This is an optimization exercise on Yosys and OpenROAD, whose aim is small area and few clock cycles, not a production implementation.
The RTL was checked by simulation tests, not by an equivalence proof against the original design.
Power and IR drop assume default switching activity.

**flow/config.mk**
```make
export PLATFORM = sky130hd
export DESIGN_NAME = ycbcrBlockTop
export DESIGN_NICKNAME = ycbcrBlockTop
export VERILOG_FILES = /design/flow/design.v
export SDC_FILE = /design/flow/constraint.sdc
export NUM_CORES = 4
export LEC_CHECK = 0
export CAP_MARGIN = 20
export CORE_MARGIN = 2
export CORE_UTILIZATION = 40
export SLEW_MARGIN = 20
```
**flow/constraint.sdc**
```tcl
create_clock -name core_clock -period 8.0 [get_ports {clk}]
set_input_delay 1.6000 -clock core_clock [delete_from_list [all_inputs] [get_ports {clk}]]
set_output_delay 1.6000 -clock core_clock [all_outputs]
set_load 0.01 [all_outputs]
```
**flow/design.v**
```verilog
package ycbcr_pkg;
    typedef union packed {
        logic [(8 * 8)-1:0]                 raw;
        logic [0:8-1][8-1:0]  lanes;
    } pixelWord_u;
endpackage
`timescale 1ns/1ps
module planeFetcher (
    input  logic                   clk,
    input  logic                   rst_n,
    input  logic                   enable,
    input  logic                   runDone,
    output logic [11-1:0] rdAddr,
    output logic                   fetchValid
);
    localparam int RunLen = 3 * 16;
    localparam logic [11-1:0] LastAddr = 11'(RunLen - 1);
    localparam logic [1:0] StIdle  = 2'd0;
    localparam logic [1:0] StFetch = 2'd1;
    localparam logic [1:0] StDrain = 2'd2;
    logic [1:0] state;
    always_ff @(posedge clk) begin
        if (!rst_n) begin
            state      <= StIdle;
            rdAddr     <= '0;
            fetchValid <= 1'b0;
        end else begin
            fetchValid <= (state == StFetch);
            case (state)
                StIdle: begin
                    if (enable) begin
                        state  <= StFetch;
                        rdAddr <= '0;
                    end
                end
                StFetch: begin
                    if (rdAddr == LastAddr) begin
                        state <= StDrain;
                    end else begin
                        rdAddr <= rdAddr + 1'b1;
                    end
                end
                StDrain: begin
                    if (runDone) begin
                        state <= StIdle;
                    end
                end
                default: begin
                    state <= StIdle;
                end
            endcase
        end
    end
endmodule
`timescale 1ns/1ps
module planeAligner (
    input  logic                 clk,
    input  logic                 rst_n,
    input  logic                 fetchValid,
    input  ycbcr_pkg::pixelWord_u rdData,
    output ycbcr_pkg::pixelWord_u rIn,
    output ycbcr_pkg::pixelWord_u gIn,
    output ycbcr_pkg::pixelWord_u bIn,
    output logic                 rgbValid
);
    logic [1:0] plane;
    always_ff @(posedge clk) begin
        if (!rst_n) begin
            plane    <= 2'd0;
            rgbValid <= 1'b0;
        end else begin
            rgbValid <= fetchValid && (plane == 2'd2);
            if (fetchValid) begin
                plane <= (plane == 2'd2) ? 2'd0 : plane + 2'd1;
            end
        end
    end
    always_ff @(posedge clk) begin
        if (fetchValid) begin
            case (plane)
                2'd0:    rIn <= rdData;
                2'd1:    gIn <= rdData;
                default: bIn <= rdData;
            endcase
        end
    end
endmodule
`timescale 1ns/1ps
module colorConverter (
    input  logic                   clk,
    input  logic                   rst_n,
    input  logic                   rgbValid,
    input  ycbcr_pkg::pixelWord_u  rIn,
    input  ycbcr_pkg::pixelWord_u  gIn,
    input  ycbcr_pkg::pixelWord_u  bIn,
    output logic [11-1:0] wrAddr,
    output ycbcr_pkg::pixelWord_u  wrData,
    output logic                   wen,
    output logic                   runDone,
    output logic                   valid
);
    localparam int AccW   = 8 + 10;
    localparam int Frac   = 8;
    localparam int PixMax = (1 << 8) - 1;
    localparam int RunLen = 3 * 16;
    localparam int GrpW   = $clog2(16 + 1);
    localparam logic [11-1:0] LastAddr  = 11'(RunLen - 1);
    localparam logic [GrpW-1:0]        LastGroup = GrpW'(16 - 1);
    localparam logic [1:0] PhIdle = 2'd0;
    localparam logic [1:0] PhCb   = 2'd1;
    localparam logic [1:0] PhCr   = 2'd2;
    function automatic logic [8-1:0] clampPix(input logic signed [AccW-1:0] v);
        logic [8-1:0] res;
        if (v < 0) begin
            res = '0;
        end else if (v > PixMax) begin
            res = '1;
        end else begin
            res = v[8-1:0];
        end
        clampPix = res;
    endfunction
    wire ycbcr_pkg::pixelWord_u yNext;
    wire ycbcr_pkg::pixelWord_u cbNext;
    wire ycbcr_pkg::pixelWord_u crNext;
    ycbcr_pkg::pixelWord_u yReg;
    ycbcr_pkg::pixelWord_u cbReg;
    ycbcr_pkg::pixelWord_u crReg;
    logic            cvtValid;
    logic [1:0]      wrPhase;
    logic [GrpW-1:0] groupCnt;
    for (genvar i = 0; i < 8; i++) begin : gLane
        logic signed [AccW-1:0] rS, gS, bS;
        logic signed [AccW-1:0] ySum, cbSum, crSum;
        assign rS = {{(AccW - 8){1'b0}}, rIn.lanes[i]};
        assign gS = {{(AccW - 8){1'b0}}, gIn.lanes[i]};
        assign bS = {{(AccW - 8){1'b0}}, bIn.lanes[i]};
        assign ySum  = AccW'(77 * rS + 150 * gS + 29 * bS + 128);
        assign cbSum = AccW'((-43) * rS + (-85) * gS + 128 * bS + 128);
        assign crSum = AccW'(128 * rS + (-107) * gS + (-21) * bS + 128);
        assign yNext.lanes[i]  = clampPix(ySum >>> Frac);
        assign cbNext.lanes[i] = clampPix(AccW'((cbSum >>> Frac) + 128));
        assign crNext.lanes[i] = clampPix(AccW'((crSum >>> Frac) + 128));
    end
    always_ff @(posedge clk) begin
        if (rgbValid) begin
            yReg  <= yNext;
            cbReg <= cbNext;
            crReg <= crNext;
        end
    end
    always_ff @(posedge clk) begin
        if (cvtValid) begin
            wrData <= yReg;
        end else if (wrPhase == PhCb) begin
            wrData <= cbReg;
        end else if (wrPhase == PhCr) begin
            wrData <= crReg;
        end
    end
    always_ff @(posedge clk) begin
        if (!rst_n) begin
            cvtValid <= 1'b0;
            wrPhase  <= PhIdle;
            wrAddr   <= '0;
            wen      <= 1'b1;
            groupCnt <= '0;
            runDone  <= 1'b0;
            valid    <= 1'b0;
        end else begin
            cvtValid <= rgbValid;
            valid    <= runDone;
            runDone  <= 1'b0;
            wen      <= 1'b1;
            if (!wen) begin
                wrAddr <= (wrAddr == LastAddr) ? '0 : wrAddr + 1'b1;
            end
            if (cvtValid) begin
                wen     <= 1'b0;
                wrPhase <= PhCb;
            end else if (wrPhase == PhCb) begin
                wen     <= 1'b0;
                wrPhase <= PhCr;
            end else if (wrPhase == PhCr) begin
                wen     <= 1'b0;
                wrPhase <= PhIdle;
                if (groupCnt == LastGroup) begin
                    groupCnt <= '0;
                    runDone  <= 1'b1;
                end else begin
                    groupCnt <= groupCnt + 1'b1;
                end
            end
        end
    end
endmodule
`timescale 1ns/1ps
module ycbcrBlockTop (
    input  logic                   clk,
    input  logic                   rst_n,
    input  logic                   enable,
    input  ycbcr_pkg::pixelWord_u  rdData,
    output logic [11-1:0] rdAddr,
    output logic [11-1:0] wrAddr,
    output ycbcr_pkg::pixelWord_u  wrData,
    output logic                   wen,
    output logic                   valid
);
    logic       fetchValid;
    logic       rgbValid;
    logic       runDone;
    ycbcr_pkg::pixelWord_u rIn;
    ycbcr_pkg::pixelWord_u gIn;
    ycbcr_pkg::pixelWord_u bIn;
    planeFetcher uFetcher (
        .clk        (clk),
        .rst_n      (rst_n),
        .enable     (enable),
        .runDone    (runDone),
        .rdAddr     (rdAddr),
        .fetchValid (fetchValid)
    );
    planeAligner uAligner (
        .clk        (clk),
        .rst_n      (rst_n),
        .fetchValid (fetchValid),
        .rdData     (rdData),
        .rIn        (rIn),
        .gIn        (gIn),
        .bIn        (bIn),
        .rgbValid   (rgbValid)
    );
    colorConverter uConverter (
        .clk      (clk),
        .rst_n    (rst_n),
        .rgbValid (rgbValid),
        .rIn      (rIn),
        .gIn      (gIn),
        .bIn      (bIn),
        .wrAddr   (wrAddr),
        .wrData   (wrData),
        .wen      (wen),
        .runDone  (runDone),
        .valid    (valid)
    );
endmodule
```
**flow/run.sh**
```bash
#!/bin/bash
# synth_recipe.tcl (not shown) runs the flow's synth.tcl, then flattens the netlist and writes it again
# the make line also repeats each setting of config.mk as NAME=value (left out here)
make -C /OpenROAD-flow-scripts/flow DESIGN_CONFIG=/design/flow/config.mk WORK_HOME=/design/flow/orfs CLKGATE_MAP_FILE= SYNTH_SCRIPT=/design/flow/synth_recipe.tcl finish
```
==> flow_results.org <==
** Status
- The flow ran to the end and the layout has no timing, DRC or antenna violations.

** STA
- Dividing the final minimum period by the clock period gives 0.926.
- Unrepaired setup endpoints after global routing :: false
- The final hold violation count is 0.
- Static timing analysis puts the maximum clock frequency at between 100 and 150 MHz.
- Slew of the pin with the lowest slew margin :: around 1000 ps
- The worst pin sits at a relative slew slack of 0.323.
- Total negative slack for setup checks :: 0 ps
- Final setup skew :: roughly 58 ps
- Setup violations remaining at the end of the flow were counted as 0.
- Final period demand of the worst path :: about 7400 ps
- Final count of pins violating max slew :: 0

** Power
- Part of the power in the clock network :: 0.178
- The share of total power dissipated in combinational logic is 0.651.
- For this design the static power due to leakage is 53.2 nW.
- Switching portion of total power :: 0.445
- Total net switching power :: ~8.7 mW
- Peak supply drop :: approximately 0.26 mV
- Cell Pwr Density :: about 190 nW/µm²
- PnR Total Power :: 19.6 mW
- Proportion of power drawn by flip-flops and latches :: 0.171
- Pint :: 10.9 mW

** Clock tree
- The tree is rooted in a sky130_fd_sc_hd__clkbuf_16.
- The number of gates resized after CTS was 0.
- The H-tree was split into 3 levels.
- CTS tree :: done
- After clock tree synthesis, the clock-pin slew on the worst setup and hold paths is 60 ps.
- Number of buffers added by the clock tree synthesis step :: 71
- # Post-CTS Setup Buffers :: 0
- Clock Tree Buf Depth :: 3
- Clock Sink Count :: slightly below 500
- At the later pin of the worst-skew pair, clock insertion delay measures around 730 ps.
- After clock tree synthesis, the flow added hold-fix buffers numbering 0.

** Critical path
- At the worst endpoint, the required time is between 8000 and 9000 ps.
- Worst Setup Path Type :: reg -> reg
- For this run, the slowest stage of the critical path takes around 600 ps.
- Crit-path slowest cell :: sky130_fd_sc_hd__edfxtp_1
- At the worst endpoint, the arrival time is ~8000 ps.
- Of all nets on the critical path, the largest fanout is 9.
- The number of buffers and inverters on the critical path is 1.
- Top delay family on crit path :: adder cells
- STA classifies the critical path startpoint as a register.
- STA classifies the critical path endpoint as a register.
- The signal on the critical path passes through ha_1, inv_1, ha_1, fa_1, fa_1, ha_1, a21o_1, a21oi_1, o21bai_1, a21oi_1, o21bai_1, a21oi_1, o21bai_1, a21oi_1, xnor2_1, fa_1, ha_1, ha_1, a21o_1, a2111oi_0, a21oi_1, or3_1, a31oi_1, nor2_1.

** Routing
- The count of nets left with antenna violations once routing finished came out at 0.
- Final routed wirelength across all metal layers :: approximately 240000 µm
- First drt pass iteration count :: 7
- Total number of vias :: 68764
- After detailed routing, the number of remaining DRC violations is 0.
- Detailed router's first-iteration violation count :: 2847
- After detailed routing, the number of vias per cell comes to approximately 5.1.
- In the final routed layout, each cell accounts on average for about 18 µm.

** Synth
- Netlist cell types :: between 90 and 100
- The synthesized design contains 448 enable-type register cells.
- In the synthesized netlist the dominant register cell turns out to be sky130_fd_sc_hd__edfxtp_1.
- Sequential cell area fraction in the yosys report :: 0.146
- The biggest area contributor in the post-synthesis netlist is sky130_fd_sc_hd__ha_1.
- The number of nets in the synthesized netlist is 13601.
- Yosys printed 3 warnings.
- After synthesis the cells add up to 97400 µm².
- Synth Register Bits :: between 400 and 500
- Syn_area_per_cell :: 9.84 µm²
- Share of flip-flops with an asynchronous set or reset :: 0
- Of the post-synthesis cell area, the dominant cell type holds 0.367.
- Ranked by total cell area, the synthesized netlist is headed by sky130_fd_sc_hd__ha_1, sky130_fd_sc_hd__fa_1, sky130_fd_sc_hd__edfxtp_1, sky130_fd_sc_hd__inv_1, sky130_fd_sc_hd__xnor2_1.
- Synthesized instance count :: between 9000 and 10000

** Die
- I/O pins :: 155
- The die covers 247000 µm².
- In this run the core area contains about 180 standard-cell rows.
- The floorplan step defined a core boundary enclosing about 240000 µm².
- In this run the vertical extent of the chip is about 500 µm.
- Effective utilization at floorplan :: 0.401
- Die Wd :: about 500 µm

** Global routing
- For this run, the total global-route usage over all layers was measured as 0.194.
- Initial antenna violation count :: 16
- Grt ovf :: 0
- Number of global-route vias before repair :: 71584
- Entering global routing, the biggest net connects between 80 and 90 pins.
- The first global-routing pass estimated 382000 µm of wire.

** Placed design
- Count of buffers inserted at the top-level ports :: approximately 150
- Placer's final routability congestion estimate :: just over 0.9
- The HPWL after detailed placement is 203000 µm.

** Worst hold path
- In this run the worst hold path is classified as reg -> reg.

** Flow run
- Max-cap violations in this run came to 0.

** Finish
- Layout area overhead :: 8.68%
- At the end of the flow the core is filled with cells to 0.436.
- In the final layout, the share of cells above drive strength 1 is 0.0278.
- After the last flow step, the layout net total stands at about 14000.
## metrics by stage
step / hold WS, ps / cells / instance area [µm²] / setup slack (ps)
6_report: 459 / 13406 / 106000 / 588
2_1_floorplan: 416 / 9897 / 97400 / 1120
3_5_place_dp: 455 / 13270 / 103000 / 611
4_1_cts: 464 / 13400 / 106000 / 604
5_1_grt: 499 / 13404 / 106000 / 13.8
3_3_place_gp: 424 / 13270 / 103000 / 665
## area by class of cell
class                      instances  area, µm²
fill                           23185     137000
antenna                            6       15.0
sequential                       487      14200
inverter                        1934       7260
clock buffer                      84       1940
clock inverter                    46        614
multi-input combinational       7432      75800
tap                             3202       4010
timing repair buffer             215       2000
## worst paths after layout
kind	depth (start not counted)	startpoint	to	slack, ps
min reg2reg	2	uConverter.groupCnt[4]	uConverter.groupCnt[4]	460
max	24	uAligner.bIn[60]	uConverter.crReg[57]	590
max reg2reg	24	uAligner.bIn[60]	uConverter.crReg[57]	590
min	2	uConverter.groupCnt[4]	uConverter.groupCnt[4]	460
## synthesized netlist by cell type (15+ instances only)
| cell | instances |
|---|---|
| sky130_fd_sc_hd__nand2b_1 | 71 |
| sky130_fd_sc_hd__o21a_1 | 202 |
| sky130_fd_sc_hd__nor2b_1 | 102 |
| sky130_fd_sc_hd__nand4_1 | 30 |
| sky130_fd_sc_hd__o41ai_1 | 37 |
| sky130_fd_sc_hd__o21ai_0 | 353 |
| sky130_fd_sc_hd__nor3_1 | 132 |
| sky130_fd_sc_hd__a21oi_1 | 469 |
| sky130_fd_sc_hd__or3_1 | 41 |
| sky130_fd_sc_hd__o21bai_1 | 118 |
| sky130_fd_sc_hd__and2_1 | 17 |
| sky130_fd_sc_hd__clkbuf_1 | 36 |
| sky130_fd_sc_hd__or4_1 | 15 |
| sky130_fd_sc_hd__xor2_1 | 133 |
| sky130_fd_sc_hd__nor2_1 | 483 |
| sky130_fd_sc_hd__nand2_1 | 241 |
| sky130_fd_sc_hd__a21o_1 | 129 |
| sky130_fd_sc_hd__ha_1 | 2853 |
| sky130_fd_sc_hd__a211oi_1 | 23 |
| sky130_fd_sc_hd__nand3b_1 | 18 |
| sky130_fd_sc_hd__mux2i_1 | 84 |
| sky130_fd_sc_hd__fa_1 | 784 |
| sky130_fd_sc_hd__a31oi_1 | 48 |
| sky130_fd_sc_hd__or2_2 | 29 |
| sky130_fd_sc_hd__o21ai_1 | 20 |
| sky130_fd_sc_hd__o31a_1 | 40 |
| sky130_fd_sc_hd__nand3_1 | 77 |
| sky130_fd_sc_hd__a2111oi_0 | 15 |
| sky130_fd_sc_hd__a21boi_0 | 82 |
| sky130_fd_sc_hd__and3_1 | 25 |
| sky130_fd_sc_hd__edfxtp_1 | 448 |
| sky130_fd_sc_hd__xnor2_1 | 529 |
| sky130_fd_sc_hd__o211ai_1 | 27 |
| sky130_fd_sc_hd__inv_1 | 1933 |
| sky130_fd_sc_hd__dfxtp_1 | 39 |
## registers in the layout, summed over array words and instances, names as in the netlist, 2 cells and up
signal and cells:
uAligner.gIn 64, uAligner.plane 2, uAligner.bIn 64, uAligner.rIn 64
uConverter.wrData 64, uConverter.yReg 64, uFetcher.state 2, uConverter.cbReg 64
uConverter.crReg 64, uConverter.wrPhase 2, uConverter.groupCnt 5, uFetcher.rdAddr 11
uConverter.wrAddr 11
## power groups by stage
stage	Sequential (mW)	Combinational (mW)	Clock, mW
floorplan	3.38	9.32	0
global placement	3.40	12.4	0
detailed placement	3.40	12.7	0
CTS	3.34	12.8	3.61
global route	3.34	14.3	3.69
finish	3.34	12.7	3.49
## per-layer routing
metal  vias to the layer above  wire, µm  GRT usage
li1                      34378         -          -
met1                     33250    111000      0.258
met2                       898    113000      0.336
met3                       234      7200     0.0199
met4                         4      5320     0.0435
met5                         -        25          0
## cell families after synthesis
kind of cell | after synthesis | share of synthesized area
and+or+nand+nor | 1354 | 0.0678
adders and majority gates | 3637 | 0.528
AOI/OAI and AO/OA | 1692 | 0.114
DFF | 487 | 0.146
buffers and inverters | 1978 | 0.0763
xor gates and xnor gates | 662 | 0.0595
muxes | 87 | 0.00898
## tightest hold or removal path: stages (launching register included)
cell and delay (ps):
sky130_fd_sc_hd__dfxtp_1 310, sky130_fd_sc_hd__nand2_1 60, sky130_fd_sc_hd__a41oi_1 40
## cell usage in the layout (no fill, tap or decap), types with 77 or more instances in the layout
cell type | synthesis | routed
sky130_fd_sc_hd__o21ai_0 | 353 | 353
sky130_fd_sc_hd__nand2_1 | 241 | 241
sky130_fd_sc_hd__a21boi_0 | 82 | 82
sky130_fd_sc_hd__nor3_1 | 132 | 132
sky130_fd_sc_hd__a21o_1 | 129 | 129
sky130_fd_sc_hd__a21oi_1 | 469 | 469
sky130_fd_sc_hd__nor2_1 | 483 | 482
sky130_fd_sc_hd__nor2b_1 | 102 | 102
sky130_fd_sc_hd__mux2i_1 | 84 | 84
sky130_fd_sc_hd__edfxtp_1 | 448 | 448
sky130_fd_sc_hd__xor2_1 | 133 | 133
sky130_fd_sc_hd__inv_1 | 1933 | 1933
sky130_fd_sc_hd__xnor2_1 | 529 | 529
sky130_fd_sc_hd__nand3_1 | 77 | 77
sky130_fd_sc_hd__fa_1 | 784 | 784
sky130_fd_sc_hd__o21a_1 | 202 | 202
sky130_fd_sc_hd__clkdlybuf4s50_1 | 0 | 154
sky130_fd_sc_hd__o21bai_1 | 118 | 118
sky130_fd_sc_hd__ha_1 | 2853 | 2852
Testbench counts, summed over its fixed seeds: cycles 3,528.

==> port drivers added, routing unchanged <==
In the flow no input, the clock included, has a driving cell. The finished layout below was timed again as built, in two steps. Step 1 (the two cells are an assumption about what drives the block):
set clk [get_ports {clk}]
set_driving_cell -lib_cell sky130_fd_sc_hd__clkbuf_16 $clk
set_driving_cell -lib_cell sky130_fd_sc_hd__buf_2 [delete_from_list [all_inputs] $clk]
Step 2 moves the port delays by t, midway between the first and last clock arrival at a register: inputs arrive t later, outputs are due t later. That takes back most of the time a late clock gives input paths. Slacks: no drivers / after step 1 / after step 2; pairs: no drivers / after step 1.
t (ns): 0.785
slack for setup (ns): 0.588 / 0.588 / 0.588
hold slack, ns: 0.459 / 0.459 / 0.459
clock arrival spread, ns: 0.065 / 0.065
After both steps this run still meets setup and hold. For this run, drivers alone change the setup slack by 0.000 ns; drivers and shift together by 0.000 ns.
